From an optimization exercise on the open Yosys and OpenROAD flow, aimed at a short achievable clock period and few clock cycles; shortcuts taken in it are not production practice.
In this exercise RTL edits were held to simulation tests only and were not proved equivalent to the original.
Power and IR drop assume default switching activity.

**flow/config.mk**
```make
export PLATFORM = sky130hd
export DESIGN_NAME = processor
export DESIGN_NICKNAME = processor
export VERILOG_FILES = /design/flow/design.v
export SDC_FILE = /design/flow/constraint.sdc
export NUM_CORES = 4
export LEC_CHECK = 0
export CAP_MARGIN = 20
export CORE_MARGIN = 2
export CORE_UTILIZATION = 40
export SLEW_MARGIN = 20
```
**flow/constraint.sdc**
```tcl
create_clock -name core_clock -period 6.0 [get_ports {clk}]
set_input_delay 1.2000 -clock core_clock [delete_from_list [all_inputs] [get_ports {clk}]]
set_output_delay 1.2000 -clock core_clock [all_outputs]
set_load 0.01 [all_outputs]
```
**flow/design.v**
```verilog
module processor (
  input  logic        clk,
  input  logic        reset,
  input  logic [31:0] instruction,
  output logic [31:0] addr,
  output logic [31:0] out,
  output logic        sys_dne,
  output logic        rw
);
  localparam logic [5:0] OP_AND = 6'd6;
  localparam logic [5:0] OP_OR  = 6'd7;
  localparam logic [5:0] OP_XOR = 6'd8;
  localparam logic [5:0] OP_NOT = 6'd9;
  localparam logic [5:0] OP_LI  = 6'd10;
  logic [31:0] pc_q;
  logic [5:0]  f_op;
  logic [4:0]  f_rs, f_rt, f_rd;
  logic        f_and, f_or, f_xor, f_not, f_li, f_wr;
  logic [4:0]  f_dst;
  logic [31:0] f_sel_a, f_sel_b;
  assign f_op  = instruction[31:26];
  assign f_rs  = instruction[25:21];
  assign f_rt  = instruction[20:16];
  assign f_rd  = instruction[15:11];
  assign f_and = (f_op == OP_AND);
  assign f_or  = (f_op == OP_OR);
  assign f_xor = (f_op == OP_XOR);
  assign f_not = (f_op == OP_NOT);
  assign f_li  = (f_op == OP_LI);
  assign f_wr  = f_and | f_or | f_xor | f_not | f_li;
  assign f_dst = f_not ? f_rt : (f_li ? f_rs : f_rd);
  always_comb begin
    for (int j = 0; j < 32; j++) begin
      f_sel_a[j] = (f_rs == 5'(j)) && !f_li;
      f_sel_b[j] = (f_rt == 5'(j)) && (f_and || f_or || f_xor);
    end
  end
  logic        r_v;
  logic [31:0] r_sel_a, r_sel_b;
  logic [4:0]  r_rs, r_rt, r_dst;
  logic        r_wr, r_fa, r_fb;      
  logic [1:0]  r_fn;                  
  logic        r_not, r_li;
  logic [15:0] r_imm;
  logic [31:0] rf [32];
  logic [31:0] rd_a, rd_b;
  always_comb begin
    rd_a = '0;
    rd_b = '0;
    for (int j = 0; j < 32; j++) begin
      rd_a = rd_a | ({32{r_sel_a[j]}} & rf[j]);
      rd_b = rd_b | ({32{r_sel_b[j]}} & rf[j]);
    end
  end
  logic        e_v, e_wr, e_fa, e_fb;
  logic [1:0]  e_fn;
  logic [4:0]  e_dst;
  logic [31:0] e_we;
  logic [31:0] e_a, e_b;
  logic [31:0] res_q;
  logic        dne_q;
  logic [31:0] x_a, x_b, x_r;
  assign x_a = e_fa ? res_q : e_a;
  assign x_b = e_fb ? res_q : e_b;
  always_comb begin
    case (e_fn)
      2'd0:    x_r = x_a & x_b;
      2'd1:    x_r = x_a | x_b;
      default: x_r = x_a ^ x_b;
    endcase
  end
  always_ff @(posedge clk or negedge reset) begin
    if (!reset) begin
      pc_q  <= '0;
      r_v   <= 1'b0;
      r_wr  <= 1'b0;
      e_v   <= 1'b0;
      e_wr  <= 1'b0;
      e_we  <= '0;
      res_q <= '0;
      dne_q <= 1'b0;
    end else begin
      pc_q  <= pc_q + 32'd1;
      r_v   <= 1'b1;
      r_wr  <= f_wr;
      e_v   <= r_v;
      e_wr  <= r_v & r_wr;
      for (int j = 0; j < 32; j++) e_we[j] <= r_v & r_wr & (r_dst == 5'(j));
      if (e_wr) res_q <= x_r;
      dne_q <= e_v;
    end
  end
  always_ff @(posedge clk) begin
    r_sel_a <= f_sel_a;
    r_sel_b <= f_sel_b;
    r_rs    <= f_rs;
    r_rt    <= f_rt;
    r_dst   <= f_dst;
    r_fa    <= !f_li;
    r_fb    <= f_and | f_or | f_xor;
    r_fn    <= f_and ? 2'd0 : ((f_or | f_li) ? 2'd1 : 2'd2);
    r_not   <= f_not;
    r_li    <= f_li;
    r_imm   <= instruction[15:0];
    e_a   <= rd_a;
    e_b   <= rd_b | ({32{r_not}}) | (r_li ? {16'h0000, r_imm} : 32'h0);
    e_fa  <= r_fa & e_wr & (e_dst == r_rs);
    e_fb  <= r_fb & e_wr & (e_dst == r_rt);
    e_fn  <= r_fn;
    e_dst <= r_dst;
    for (int j = 0; j < 32; j++)
      if (e_we[j]) rf[j] <= x_r;
  end
  assign addr    = pc_q;
  assign out     = res_q;
  assign sys_dne = dne_q;
  assign rw      = 1'b0;
endmodule
```
**flow/run.sh**
```bash
#!/bin/bash
# synth_recipe.tcl (not shown) runs the flow's synth.tcl, then flattens the netlist and writes it again
# the make line also repeats each setting of config.mk as NAME=value (left out here)
make -C /OpenROAD-flow-scripts/flow DESIGN_CONFIG=/design/flow/config.mk WORK_HOME=/design/flow/orfs CLKGATE_MAP_FILE= SYNTH_SCRIPT=/design/flow/synth_recipe.tcl finish
```
==> impl.org, run 1 <==
** Setup path
- Grouping stages by cell kind, the critical path spends the most delay in flip-flops.
- At the worst endpoint, the required time is 4.80 ns.
- Cell count of the worst reg-to-reg path :: 7
- Together, buffers and inverters on the worst path number 1.
- Maximum fanout along the worst path :: 4
- The worst setup path is launched from a flop.
- Launch point of the worst reg-to-reg path :: e_fb$_DFF_P_
- Setup slack, reg-to-reg :: 2.94 ns
- Nature of the critical path endpoint :: output pin
- The worst register-to-register path ends at rf[14][16]$_DFFE_PP_.
- For this design, the slowest cell found on the critical path is sky130_fd_sc_hd__dfrtp_1.
- By startpoint and endpoint, the worst setup path is classified as reg -> out.
- Critical path's largest stage delay :: 0.63 ns
- Data arrives at the worst endpoint at 2.02 ns.
- Worst path cell trace :: clkdlybuf4s50_1

** Power and ir drop
- Leak pwr :: 19.8 nW
- Per report_power, the combinational group accounts for 6.0% of the total.
- IR analysis of the VDD net gives a maximum drop of 303 µV.
- Clock share of power :: 42.6%
- Cell-internal power :: 15.7 mW
- Sequential cells burn 51.4% of the power.
- For this design the ratio of total power to cell area is 340 nW/µm².
- Proportion of total power due to net switching :: 22.9%
- After layout, the design draws a total of 20.3 mW.
- Summed over all nets, the switching power comes to 4.66 mW.

** STA
- Period Utilization, post-route :: 53.7%
- Setup violations remaining at the end of the flow were counted as 0.
- Setup total negative slack on the finished layout was measured at 0 ns.
- Setup Skew :: 0.0397 ns
- The max-slew violation count came to 0.
- Final critical delay including setup and external delays :: 3.22 ns
- For this run, the top clock speed supported by timing is 0.310 GHz.
- The worst pin sits at a relative slew slack of 15.2%.
- Slew at the pin closest to its max-slew limit :: 1.27 ns
- The number of failing hold endpoints at the final stage came to 0.
- RSZ-0062 raised after global routing :: no

** Worst hold path
- Hold WC Path Type :: reg -> reg
- Hold depth :: 0
- Hold Startpoint :: r_fn[1]$_SDFF_PP0_
- For hold timing, the worst endpoint is e_fn[1]$_DFF_P_.

** Die
- Die Area :: 133000 µm²
- # IOs :: 100
- Once the floorplan was initialized, standard cells occupied 40.2% of the core.
- The floorplan has 132 rows.
- The floorplan step set the die height to 364 µm.
- Die width :: 364 µm
- Placeable core region :: 129000 µm²

** Cells and area
- The final layout contains 3718 nets.
- Ratio of cells with drive above 1 in the final layout :: 12.5%
- Fraction of the core area covered by cells at the end of the flow :: 46.3%
- From synthesis to final layout, the design area changed by 15.1%.

** Drt
- The detail route stage leaves a number of antenna-violating nets equal to 0.
- Across all layers, the routed design uses 40600 vias.
- In the routed layout, each cell is associated on average with a via count of 7.40.
- For this run, design rule violations remaining after detail routing come to 0.
- After the first detailed-routing iteration, the DRC count stood at 10200.
- For this block, the routed nets add up to 230000 µm of wire.
- Post-DR wirelength/cell :: 42.0 µm
- For this run, the detailed router's first-pass iteration total came to 10.

** Synth
- In the synthesized netlist the dominant register cell turns out to be sky130_fd_sc_hd__edfxtp_1.
- A synthesized cell averages 14.7 µm².
- During synthesis, Yosys emitted a total of 2 warnings.
- Number of standard cells after synthesis :: 3539
- The synthesized design contains 1299 register bits.
- Largest cells by area after synthesis :: sky130_fd_sc_hd__edfxtp_1, sky130_fd_sc_hd__a22oi_1, sky130_fd_sc_hd__dfxtp_1
- The mapped netlist covers 51900 µm².
- Cell types with the highest counts after synthesis :: sky130_fd_sc_hd__edfxtp_1, sky130_fd_sc_hd__a22oi_1, sky130_fd_sc_hd__nand4_1, sky130_fd_sc_hd__clkbuf_1, sky130_fd_sc_hd__dfxtp_1
- The number of nets in the synthesized netlist is 3638.
- In this run, synthesis inferred 1024 flip-flops with an integrated enable.
- Async set-reset flop share out of synthesis :: 7.78%
- Top-count cell post-synth :: sky130_fd_sc_hd__edfxtp_1
- Synth top area share :: 59.2%
- For this run, the register share of the synthesized area comes to 70.8%.
- Synth cell types :: 45
- Library cell with the largest summed area after synthesis :: sky130_fd_sc_hd__edfxtp_1

** GRT
- Via count of the first global-routing pass :: 38000
- The number of antenna violations at the first check in global routing is 8.
- Entering global routing, the biggest net connects 60 pins.
- First-pass GRT wire length :: 306000 µm
- Global-route total usage across every layer :: 33.7%
- Leftover overflow at the end of global routing :: 0

** Clock tree
- Clock tree root buffer cell :: sky130_fd_sc_hd__clkbuf_16
- Hold-fix buffer count after cts :: 0
- Clock tree synthesis inserted a total of 134 buffers.
- No sink is reached through more buffers than the 3 on the longest clock path.
- Post-CTS repair changed the size of 0 cells.
- Clock-pin slew of the registers on the worst-case setup and hold paths :: 0.06 ns
- Latest clock arrival within the worst-skew pair :: 0.78 ns
- The number of setup buffers added after CTS is 0.
- Counting every sink on the clock net gives 1299.
- Clock tree from TritonCTS :: built
- Number of H-tree branching levels :: 4

** Job
- The tool flagged a number of max-cap violations equal to 0.

** Placed design
- The congestion estimate from routability-driven global placement came to 0.885.
- Number of buffer cells added on primary ports :: 98
- DP Wirelength :: 103000 µm

** Run status
- The run finished with no timing, DRC or antenna violations.
==> cell families (layout without fill, tap and decap cells) <==
family                   after synthesis  count (layout)  share of synthesized area (%)
flip-flops                          1299            1299                           70.8
multiplexers                          98              98                           1.97
adder cells (fa/ha/maj)               65              65                           1.57
AND/OR/NAND/NOR                      606             606                           6.32
other                                  2               9                         0.0145
buffers and inverters                314             506                           2.44
AO/OA/AOI/OAI                       1115            1115                           16.2
XOR/XNOR                              40              40                          0.675
==> per-layer routing <==
layer	track usage, %	share of wire, %
met5	0	0.053
met3	14.6	19
met1	43.6	34
met2	47.0	40
met4	19.3	6.8
==> worst max-delay path by stage <==
| stage | endpoint | depth (start not counted) | startpoint | slack, ns |
|---|---|---|---|---|
| 2_1_floorplan | rf[0][18]$_DFFE_PP_ | 7 | e_fb$_DFF_P_ | 3.00 |
| 3_3_place_gp | r_sel_b[2]$_DFF_P_ | 5 | instruction[27] | 2.69 |
| 3_5_place_dp | res_q[28]$_DFFE_PN0P_ | 7 | e_fa$_DFF_P_ | 2.87 |
| 4_1_cts | out[11] | 1 | res_q[11]$_DFFE_PN0P_ | 2.78 |
| 5_1_grt | out[30] | 1 | res_q[30]$_DFFE_PN0P_ | 2.76 |
| 6_report | out[14] | 1 | res_q[14]$_DFFE_PN0P_ | 2.78 |
==> power by group through the flow <==
| stage | clock [mW] | sequential (mW) | combinational (mW) |
|---|---|---|---|
| after global placement | 0 | 10.6 | 1.14 |
| after CTS | 8.66 | 10.4 | 1.16 |
| final | 8.66 | 10.4 | 1.22 |
| after floorplan | 0 | 10.6 | 0.558 |
| after detailed placement | 0 | 10.6 | 1.16 |
| after global routing | 9.00 | 10.4 | 1.31 |
==> cell usage in the layout (no fill, tap or decap), drive strengths merged, types with 3 or more instances in the layout <==
cell	count
inv	78
a22o	78
clkdlybuf4s50	97
a21oi	33
a21o	4
dfxtp	174
diode	7
o21ai	64
or3b	3
bufinv	13
nor2b	4
a221oi	74
nand3b	8
nand2	100
mux2i	66
nand2b	5
xor2	9
nand4	203
nor4	18
clkinv	37
ha	65
a22oi	845
nand3	86
mux2	32
xnor2	31
clkinvlp	4
nor2	78
and3	5
nor3	36
edfxtp	1024
a222oi	16
buf	90
clkbuf	187
or3	5
or4	48
dfrtp	101
==> layout make-up <==
type | instances | area (µm²)
clock buffer | 187 | 3830
antenna | 7 | 17.5
timing repair buffer | 187 | 1650
fill | 11300 | 69400
sequential | 1299 | 37000
multi-input combinational | 1926 | 14200
inverter | 71 | 267
tap | 1742 | 2180
clock inverter | 61 | 696
==> registers in the layout, indices dropped and copies added, names as in the netlist, 2 cells and up <==
name and count:
e_fn 2, e_b 32, r_sel_a 32, pc_q 32
e_dst 5, res_q 32, e_a 32, r_sel_b 32
e_we 32, r_rt 5, r_imm 16, rf 1024
r_dst 5, r_rs 5, r_fn 2
==> stage by stage <==
step | instance area (µm²) | hold slack (ns) | cells | worst slack (ns)
final | 59800 | 0.324 | 5480 | 2.78
after detailed placement | 55100 | 0.314 | 5225 | 2.87
after global routing | 59800 | 0.332 | 5473 | 2.76
after CTS | 59600 | 0.322 | 5473 | 2.78
after global placement | 55100 | 0.311 | 5225 | 2.69
after floorplan | 51900 | 0.310 | 3539 | 3.00
Testbench counts, summed over its fixed seeds: cycles 16,272.
==> run 2, diff against run 1 <==
--- a/flow/config.mk
+++ b/flow/config.mk
@@ -8,4 +8,6 @@
 export CAP_MARGIN = 20
 export CORE_MARGIN = 2
-export CORE_UTILIZATION = 40
+export CORE_UTILIZATION = 60
+export SETUP_SLACK_MARGIN = 4.0
 export SLEW_MARGIN = 20
+export TNS_END_PERCENT = 100
==> run 2 against run 1 <==
Cell area grew 9.6%. Total power grew 7.1%. Highest routed layer unchanged. Non-clock buffer count grew 249.
==> impl.org, run 2 <==
** Synth
- Syn nets :: 3638 (unchanged)
- Most frequently used flop master after synthesis :: sky130_fd_sc_hd__edfxtp_1
- The post-synthesis cell area was 51900 µm² (unchanged).
- sky130_fd_sc_hd__edfxtp_1 is the most common cell in the netlist.
- Library cell with the largest summed area after synthesis :: sky130_fd_sc_hd__edfxtp_1
- The number of synthesized register bits is 1299 (unchanged).
- The number of standard cells after synthesis was 3539 (unchanged).
- Post-synthesis average cell area :: 14.7 µm² (unchanged)
- Ranked by instance count, the synthesized netlist is headed by sky130_fd_sc_hd__edfxtp_1, sky130_fd_sc_hd__a22oi_1, sky130_fd_sc_hd__nand4_1, sky130_fd_sc_hd__clkbuf_1, sky130_fd_sc_hd__dfxtp_1.
- The top cell type's share of synthesized area is 59.2% (unchanged).
- Synthesis Warnings :: 2 (unchanged)
- The number of synthesized flops with an enable pin is 1024 (unchanged).
- Synth cell types :: 45 (unchanged)
- In the post-synthesis netlist, the biggest area contributors are sky130_fd_sc_hd__edfxtp_1, sky130_fd_sc_hd__a22oi_1, sky130_fd_sc_hd__dfxtp_1.
- The sequential fraction of the synthesis area is 70.8% (unchanged).
- The share of async-settable or async-resettable flops after synthesis was 7.78% (unchanged).

** GRT
- Most crowded layer after global routing :: met2
- Number of antenna violations at the first check in global routing :: 19 (+11)
- The pin count of the biggest net entering global routing came to 78 (+30%).
- Routing usage on met2 :: 73.7% (+27 points)
- Via count of the first global-routing pass :: 42200 (+11%)
- The wire length of the first global-routing pass was 338000 µm (+11%).
- The overall track demand over capacity in global routing was 56.5% (+23 points).
- Met3 global-route usage :: 35.4% (+21 points)
- Global routing met1 resource utilization :: 65.8% (+22 points)
- The remaining global-route overflow is 0 (unchanged).

** Setup path
- The biggest fanout along the worst timing path is 2 (-2).
- Worst path cell trace :: buf_6
- Nature of the critical path endpoint :: output pin
- The largest incremental delay on the critical path came to 0.57 ns (-0.06 ns).
- Critical Setup Path Class :: reg -> out
- CP required :: 4.80 ns (about the same)
- STA classifies the critical path startpoint as a flop.
- Count of buffer and inverter cells on the critical path :: 1 (unchanged)
- Data arrival at the endpoint of the critical path :: 1.50 ns (-0.52 ns)
- The register-to-register path setup slack was 3.66 ns (+0.72 ns).
- The largest individual stage delay along the critical path comes from the cell sky130_fd_sc_hd__dfrtp_2.
- Among cell families on the critical path, the largest total delay comes from flip-flops.

** STA
- Final setup violation count :: 0 (unchanged)
- Tightest slew margin relative to the limit :: 18.2% (+3.0 points)
- Total count of max-transition violations in the final report :: 0 (unchanged)
- Final critical delay including setup and external delays :: 2.70 ns (-0.523 ns)
- The final-layout setup total negative slack is 0 ns (unchanged).
- The final setup skew is 0.0288 ns (-0.0109 ns).
- The final period utilization came to 45.0% (-8.7 points).
- The final worst slack came to 3.30 ns (+0.523 ns).
- RSZ-0062 raised after global routing :: yes
- Fmax :: 0.371 GHz (+19%)
- Final worst hold slack :: 0.343 ns (+0.0195 ns)
- Final hold viol count :: 0 (unchanged)
- The worst-margin pin slew was 1.23 ns (-0.0453 ns).

** Clock tree
- The count of H-tree levels built during CTS came to 4 (unchanged).
- TritonCTS built the clock tree.
- Number of clock sinks seen by CTS :: 1299 (unchanged)
- Clock tree synthesis selected as its root buffer the cell sky130_fd_sc_hd__clkbuf_16.
- Hold-fix buffer count after cts :: 0 (unchanged)
- Maximum buffer depth of the clock tree :: 3 (unchanged)
- The clock insertion delay at the later pin of the skew report was 0.77 ns (about the same).
- The register clock-pin slew on the reported worst setup and hold paths was 0.06 ns (about the same).
- Cts bufs inserted :: 136 (+1.5%)

** Die
- Placeable core region :: 85400 µm² (-34%)
- The top-level I/O count is 100 (unchanged).
- Initial cell density of the core :: 60.8% (+21 points)
- Die Area :: 88900 µm² (-33%)
- Die width :: 298 µm (-18%)
- The die extent in y is 298 µm (-18%).
- The cell row count is 107 (-19%).

** Cells and area
- Leading cell types in the layout, fill and taps excluded :: sky130_fd_sc_hd__edfxtp_1, sky130_fd_sc_hd__a22oi_1, sky130_fd_sc_hd__nand4_1
- Final cell count without fillers :: 5210 (-4.9%)
- The number of flip-flops in the largest register is 1024 (unchanged).
- The post-route cell area is 65600 µm² (+9.6%).
- Register with the most flip-flops :: rf
- The number of nets at the end of the flow is 4016 (+8.0%).
- Ratio of cells with drive above 1 in the final layout :: 26.1% (+14 points)
- Leaving out fill and tap cells, the most frequent cell in the layout is sky130_fd_sc_hd__edfxtp_1.
- Fraction of the core area covered by cells at the end of the flow :: 76.7% (+30 points)
- Synthesis-to-layout area growth :: 26.2%

** Power and ir drop
- The share of total power in the clock network is 40.9% (-1.7 points).
- Proportion of total power due to net switching :: 24.1% (+1.2 points)
- Cell-internal power :: 16.5 mW (+5.5%)
- Combinational group share of total power :: 10.9% (+4.9 points)
- Worst ir drop on vdd :: 318 µV (+5.0%)
- Share of power burned in registers :: 48.2% (-3.2 points)
- The overall power of the completed layout was 21.8 mW (+7.1%).
- Power density over the cells :: 332 nW/µm² (-2.3%)
- The switching component of the power is 5.24 mW (+13%).
- The leakage power of the design was 22.3 nW (+13%).

** Drt
- Routed vias/inst :: 8.86 (+20%)
- The DRC violation count after routing is 0 (unchanged).
- Wire length reported by the detailed router :: 261000 µm (+14%)
- The count of nets left with antenna violations after detail routing came to 0 (unchanged).
- The number of DRC markers in iteration 0 is 12700 (+25%).
- The average detailed-routed wire length per instance is 50.2 µm (+20%).
- Number of detailed-route iterations in the first pass :: 17 (+7)
- Via count :: 46200 (+14%)

** Worst hold path
- The tightest min-delay check is of the reg -> reg type.

** Placed design
- The number of placed cells counting well taps is 4588 (-12%).
- The half-perimeter wire length after placement is 104000 µm (+1.3%).
- The number of port buffers is 98 (unchanged).
- GP Congestion :: 0.910 (+2.8%)
- The post-placement setup slack came to 2.54 ns (-0.330 ns).
- The post-place instance area was 54200 µm² (-1.5%).

** Job
- The number of violations of the max-capacitance limit is 0 (unchanged).

** Run status
- Result of the run :: complete, no violations
## run 2: cell counts after synthesis
Identical to the previous run, type by type.
## run 2: power by group through the flow
stage | sequential [mW] | clock (mW) | combinational, mW
after floorplan | 10.5 | 0 | 0.602
after global placement | 10.7 | 0 | 1.08
after detailed placement | 10.7 | 0 | 1.14
after CTS | 10.4 | 8.79 | 1.83
after global routing | 10.5 | 9.16 | 2.43
final | 10.5 | 8.90 | 2.36
## run 2: timing repair
action                     in CTS  in global routing
buffers inserted              178                 83
pin swaps                      85                107
resized for setup             645                212
setup endpoints to repair    1206               1252
gates cloned                   51                 23
## run 2: logic make-up after synthesis
logic type,count (synthesis),share of synthesized area (%)
flops,1299,70.8
compound gates,1115,16.2
simple gates,606,6.32
buf+inv,314,2.44
mux,98,1.97
fa+ha+maj,65,1.57
xor+xnor,40,0.675
other cells,2,0.0145
## run 2: final cells by class
cell class / count / area, µm²
diodes: 36 / 90.1
clock buffers: 185 / 3830
clock inverters: 66 / 836
fillers: 4904 / 19900
inverters: 71 / 267
multi-input cells: 1973 / 16400
flip-flops and latches: 1299 / 37100
well taps: 1144 / 1430
repair buffers: 436 / 5580
## run 2: layer usage
| layer | wire length [µm] | part of all wire [%] |
|---|---|---|
| met1 | 76100 | 29 |
| met2 | 98600 | 38 |
| met3 | 56500 | 22 |
| met4 | 29800 | 11 |
| met5 | 434 | 0.17 |
## run 2: path summary, 6_finish.rpt
| path | start | end | depth (start not counted) |
|---|---|---|---|
| worst min register to register | r_fn[0]$_SDFF_PP0_ | e_fn[0]$_DFF_P_ | 0 |
| max in group asynchronous | reset | e_we[3]$_DFF_PN0_ | 2 |
| min in group asynchronous | reset | res_q[19]$_DFFE_PN0P_ | 1 |
| worst max register to register | e_fb$_DFF_P_ | rf[8][31]$_DFFE_PP_ | 11 |
| worst min-delay path | r_fn[0]$_SDFF_PP0_ | e_fn[0]$_DFF_P_ | 0 |
| worst max-delay path | res_q[0]$_DFFE_PN0P_ | out[0] | 1 |

==> port drivers added, routing unchanged <==
The results above use ideal ports. As a check the final layouts listed here were re-extracted and re-timed, cells and wires unchanged.
Step 1 (the two cells are an assumption about what drives the block):
set clk [get_ports {clk}]
set_driving_cell -lib_cell sky130_fd_sc_hd__clkbuf_16 $clk
set_driving_cell -lib_cell sky130_fd_sc_hd__buf_2 [delete_from_list [all_inputs] $clk]
Step 2 times the ports against the registers' clock, not the clock port: input delays grow and output delays shrink by t, the midpoint of the rising clock arrivals with the driver on.
a / b / c = ideal ports / drivers / drivers and shift; a / b = the first two.
| run | shift t [ns] | setup slack, ns | hold WS [ns] | pins driven straight from the clock port |
|---|---|---|---|---|
| run 1 | 0.839 | 2.778 / 2.701 / 2.866 | 0.324 / 0.324 / 0.324 | 1 |
| run 2 | 0.829 | 3.301 / 3.231 / 3.288 | 0.343 / 0.343 / 0.343 | 1 |
After both steps every run listed still meets setup and hold. The setup slack of run 2, which loses most, moves by -0.070 ns with the drivers and by -0.013 ns with both steps.
